From an optimization exercise on the open Yosys and OpenROAD flow, aimed at small area, a short achievable clock period and few clock cycles per item; shortcuts taken in it are not production practice.
Function was checked by simulation only, so behaviour that the tests miss may differ from the original.
No activity file was given, so power comes from the tool's default toggle rates.

==> design.v <==
module alu_issue_ctrl #(
  parameter int DATA_W = 32,
  parameter int REG_AW = 4
) (
  input  logic                  clk,
  input  logic                  rst,
  input  logic                  instr_valid,
  input  logic [4+3*REG_AW-1:0] instr,
  output logic                  instr_ready,
  output logic [DATA_W-1:0]     alu_input1,
  output logic [DATA_W-1:0]     alu_input2,
  output logic [3:0]            alu_operation,
  input  logic [DATA_W-1:0]     alu_result,
  output logic                  wb_valid,
  output logic [REG_AW-1:0]     wb_addr,
  output logic [DATA_W-1:0]     wb_data,
  input  logic                  ext_we,
  input  logic [REG_AW-1:0]     ext_addr,
  input  logic [DATA_W-1:0]     ext_wdata,
  output logic                  busy
);
  localparam int NREG = 1 << REG_AW;
  logic              exec_q;
  logic [3:0]        op_q;
  logic [REG_AW-1:0] rd_q, rs1_q, rs2_q;
  logic [DATA_W-1:0] regs [1:NREG-1];
  logic [NREG-1:0]   vld_q;
  logic [DATA_W-1:0] wdata;
  logic              accept;
  assign instr_ready = 1'b1;
  assign accept      = instr_valid;
  always_ff @(posedge clk or posedge rst) begin
    if (rst) exec_q <= 1'b0;
    else     exec_q <= accept;
  end
  always_ff @(posedge clk) begin
    if (accept) {op_q, rd_q, rs1_q, rs2_q} <= instr;
  end
  assign alu_operation = op_q;
  always_comb begin
    alu_input1 = '0;
    alu_input2 = '0;
    for (int i = 1; i < NREG; i++) begin
      if (rs1_q == REG_AW'(i) && vld_q[i]) alu_input1 = regs[i];
      if (rs2_q == REG_AW'(i) && vld_q[i]) alu_input2 = regs[i];
    end
  end
  assign busy     = exec_q;
  assign wb_valid = exec_q;
  assign wb_addr  = rd_q;
  assign wb_data  = alu_result;
  assign wdata = exec_q ? alu_result : ext_wdata;
  always_ff @(posedge clk or posedge rst) begin
    if (rst) vld_q <= '0;
    else begin
      vld_q[0] <= 1'b0;
      for (int i = 1; i < NREG; i++)
        if ((exec_q && rd_q == REG_AW'(i)) || (ext_we && ext_addr == REG_AW'(i)))
          vld_q[i] <= 1'b1;
    end
  end
  always_ff @(posedge clk) begin
    for (int i = 1; i < NREG; i++)
      if ((exec_q && rd_q == REG_AW'(i)) || (ext_we && ext_addr == REG_AW'(i)))
        regs[i] <= wdata;
  end
endmodule
==> run.sh <==
#!/bin/bash
# synth_recipe.tcl (not shown) runs the flow's synth.tcl, then flattens the netlist and writes it again
# the make line also repeats each setting of config.mk as NAME=value (left out here)
make -C /OpenROAD-flow-scripts/flow DESIGN_CONFIG=/design/flow/config.mk WORK_HOME=/design/flow/orfs CLKGATE_MAP_FILE= SYNTH_SCRIPT=/design/flow/synth_recipe.tcl finish
==> config.mk <==
export PLATFORM = sky130hd
export DESIGN_NAME = alu_issue_ctrl
export DESIGN_NICKNAME = alu_issue_ctrl
export VERILOG_FILES = /design/flow/design.v
export SDC_FILE = /design/flow/constraint.sdc
export NUM_CORES = 4
export LEC_CHECK = 0
export CAP_MARGIN = 20
export CORE_MARGIN = 2
export CORE_UTILIZATION = 30
export SLEW_MARGIN = 20
==> constraint.sdc <==
create_clock -name core_clock -period 6.0 [get_ports {clk}]
set_input_delay 1.2000 -clock core_clock [delete_from_list [all_inputs] [get_ports {clk}]]
set_output_delay 1.2000 -clock core_clock [all_outputs]
set_load 0.01 [all_outputs]
==> flow_summary_export.csv <==
group,metric,value,unit
routing,routed_via_density,6.115,
routing,drc_errors,0,
final_layout,stdcell_count,3035,
floorplanning,ios,195,
worst_setup_path,endpoint,"alu_input1[6]",
timing,fin_ws,0.3593,ns
yosys,netlist_area,23210,sq um
placed_design,dpl.cell_count,2935,
yosys,synthCells,1812,
cts,clk_transition_reported_paths,0.06,ns
worst_setup_path,startpoint_type,"register",
grt,grt_pass1_wl,127.5,mm
worst_setup_path,reg2reg_to,"regs[9][29]",
yosys,synthDistinctLibCells,64,
final_layout,layout.cells.most_common_list,"edfxtp_1 (496), clkdlybuf4s50_1 (193), a22oi_1 (159)",
floorplanning,die_w,282.2,um
timing,fmax,177.3,MHz
timing,min_period,5.641,ns
yosys,ys.flop_type,"edfxtp_1",
final_layout,final_common_cell,"edfxtp_1",
cts,cts_buffer_depth,3,
final_layout,fill_cells,7395,
power,peakVddDrop,0.2558,mV
yosys,ys_seq_area_frac,0.6589,
final_layout,area_delta_synth_final,20.91,%
cts,htreeDepth,2,
final_layout,final_nets,2038,
yosys,avgSynthCellArea,12.81,sq um
timing,relSlewSlack,0.1854,
worst_setup_path,crit_required,4.80,ns
routing,wirelength,90.78,mm
power,leakage,8.891,nW
yosys,synth_seq_cells,512,
grt,grt_start_max_net_pins,35,
timing,tightestPinTransition,1.219,ns
floorplanning,core_area,77080,sq um
timing,hold_violations,0,
worst_setup_path,ff2ff_path_depth,4,
routing,drtIter0Drc,3167,
worst_setup_path,cp-startpoint,"rs1_q[0]",
final_layout,multiInputGateArea,7202,sq um
worst_setup_path,path_class,"register to primary output",
cts,post_cts_buffers,0,
grt,grtUsageTotal,0.2219,
power,report.power.total,8.771,mW
yosys,synth_nets,1900,
cts,cts_buffers,53,
worst_setup_path,critPathCaptureType,"primary output",
cts,cts-resized-gates,0,
status,status,"timing/DRC/antenna clean",
cts,clk_latency,0.62,ns
floorplanning,die_area,79610,sq um
timing,drv_slew,0,
cts,cts_root_buffer,"clkbuf_16",
worst_setup_path,rr_startpoint,"exec_q",
yosys,async_flop_share,0.03125,
placed_design,gp_congestion,0.9198,
grt,grt-ovfl-total,0,
floorplanning,placementRows,102,
timing,rsz0062_at_grt,"false",
routing,num_vias,18560,
worst_setup_path,arrival,4.44,ns
worst_setup_path,critPathMaxFanout,18,
placed_design,pre_cts_slack,1.108,ns
placed_design,hpwl,55.57,mm
timing,period_share,0.9401,
timing,tns,0,ns
final_layout,drive_gt1_frac,0.1194,
worst_setup_path,r2r_setup_slack,2.64,ns
power,power_density,312.5,nW/um^2
timing,skew,0.02521,ns
routing,dr.pass1.iters,8,
cts,tritoncts,"yes",
grt,grt_pass1_vias,18260,
routing,wl_per_cell,29.91,um
floorplanning,dieHeight,282.2,um
floorplanning,initial_core_util,0.3011,
yosys,synth_edf_count,496,
cts,cts_sinks,512,
final_layout,regArea,15300,sq um
placed_design,placement.io_buffers,193,
job,drv_cap,0,
cts,ctsHoldBuffers,0,
timing,finalSetupViolCount,0,
grt,antenna_found_initial,1,
yosys,yosys_warnings,2,
worst_hold_path,min_path_type,"register to register",
routing,ant_nets,0,
[critical path: stages, from the launching register on]
cell,delay [ns]
edfxtp_1,0.85
mux2i_1,0.33
or3_1,0.87
buf_4,0.34
o21ai_0,0.11
nor3_1,0.17
a21oi_1,0.10
nor3_1,0.41
clkdlybuf4s50_1,0.64
[cells by family after synthesis]
| family | count (synthesis) | synth area share |
|---|---|---|
| AO/OA/AOI/OAI | 599 | 0.1771 |
| flip-flops | 512 | 0.6589 |
| AND/OR/NAND/NOR | 478 | 0.1022 |
| buffers and inverters | 181 | 0.04199 |
| multiplexers | 41 | 0.01967 |
| other | 1 | 0.0001616 |
[metrics by stage]
stage               hold WS, ns  instance area (sq um)  utilization
global placement         0.4788                  26290       0.3411
global route             0.5237                  28060       0.3641
detailed placement       0.4854                  26290       0.3411
floorplan                0.4467                  23210            -
CTS                      0.4980                  28060       0.3641
finish                   0.5061                  28070       0.3641
[registers in the layout (all words and copies together) (netlist names)]
signal  flops
regs      480
rd_q        4
rs1_q       4
exec_q      1
vld_q      15
rs2_q       4
op_q        4
[per-layer routing]
layer / global-route usage / vias up / routed length (um)
met3: 0.04336 / 272 / 9822
met1: 0.2897 / 9241 / 35010
li1: - / 7611 / -
met2: 0.3521 / 1436 / 41430
met4: 0.1118 / 0 / 4519
met5: 0 / - / 0
[how the worst min path moves through the flow]
stage,startpoint,endpoint,slack (ns),depth (start not counted)
2_1_floorplan,vld_q[3],vld_q[3],0.45,1
3_5_place_dp,vld_q[1],vld_q[1],0.49,1
4_1_cts,vld_q[1],vld_q[1],0.50,1
5_1_grt,vld_q[1],vld_q[1],0.52,1
6_report,vld_q[1],vld_q[1],0.51,1
3_3_place_gp,vld_q[1],vld_q[1],0.48,1
[Yosys cell counts, types with 16 or more instances]
| cell | n | area share |
|---|---|---|
| a211oi_1 | 22 | 0.0071 |
| a21oi_1 | 110 | 0.024 |
| a222oi_1 | 46 | 0.020 |
| a22oi_1 | 159 | 0.051 |
| a31oi_1 | 33 | 0.0089 |
| and3_1 | 23 | 0.0062 |
| buf_2 | 61 | 0.013 |
| buf_4 | 44 | 0.014 |
| clkbuf_1 | 59 | 0.0095 |
| dfrtp_1 | 16 | 0.017 |
| edfxtp_1 | 496 | 0.64 |
| mux2_2 | 37 | 0.018 |
| nand2_1 | 84 | 0.014 |
| nand3_1 | 76 | 0.016 |
| nor2_1 | 111 | 0.018 |
| nor3_1 | 95 | 0.020 |
| o21ai_0 | 29 | 0.0063 |
| o22ai_1 | 139 | 0.037 |
| or2_2 | 18 | 0.0049 |
[report_power, final]
| part | internal, mW | switching (mW) |
|---|---|---|
| logic | 0.484 | 0.763 |
| clock network | 1.94 | 1.44 |
| registers | 4.07 | 0.0752 |
| total | 6.49 | 2.28 |
[layout make-up]
| type | instances | area share |
|---|---|---|
| Antenna cell | 1 | 0.00008916 |
| Clock buffer | 65 | 0.05033 |
| Clock inverter | 34 | 0.01279 |
| Inverter | 6 | 0.0008025 |
| Multi-Input combinational cell | 1119 | 0.2566 |
| Sequential cell | 512 | 0.5450 |
| Tap cell | 1040 | 0.04636 |
| Timing Repair Buffer | 258 | 0.08800 |
Testbench counts, summed over its fixed seeds: cycles 8,008, items 8,000.

re-timing with driven ports:
The flow's constraints put no driver on any port. The routed layout listed below was extracted and timed again, unchanged, in two steps.
Step 1: set_driving_cell puts a clkbuf_16 on clk and a buf_2 on each other input, an assumption about the parent block.
Step 2, shift: input delay + t, output delay - t, t = (earliest + latest rising clock arrival at the registers) / 2. This alone moves slack from input paths to output paths.
Slacks: ideal ports / drivers / drivers and shift; pairs: ideal ports / drivers.
t, ns: 0.682
slack for setup (ns): 0.359 / 0.285 / 0.967
hold slack, ns: 0.506 / 0.506 / 0.506
worst setup path at the end: register to output
worst slew at a driven data input, ns: 0.08
After both steps this run still meets setup and hold. The setup slack of this run moves by -0.074 ns with the drivers and by +0.608 ns with both steps.
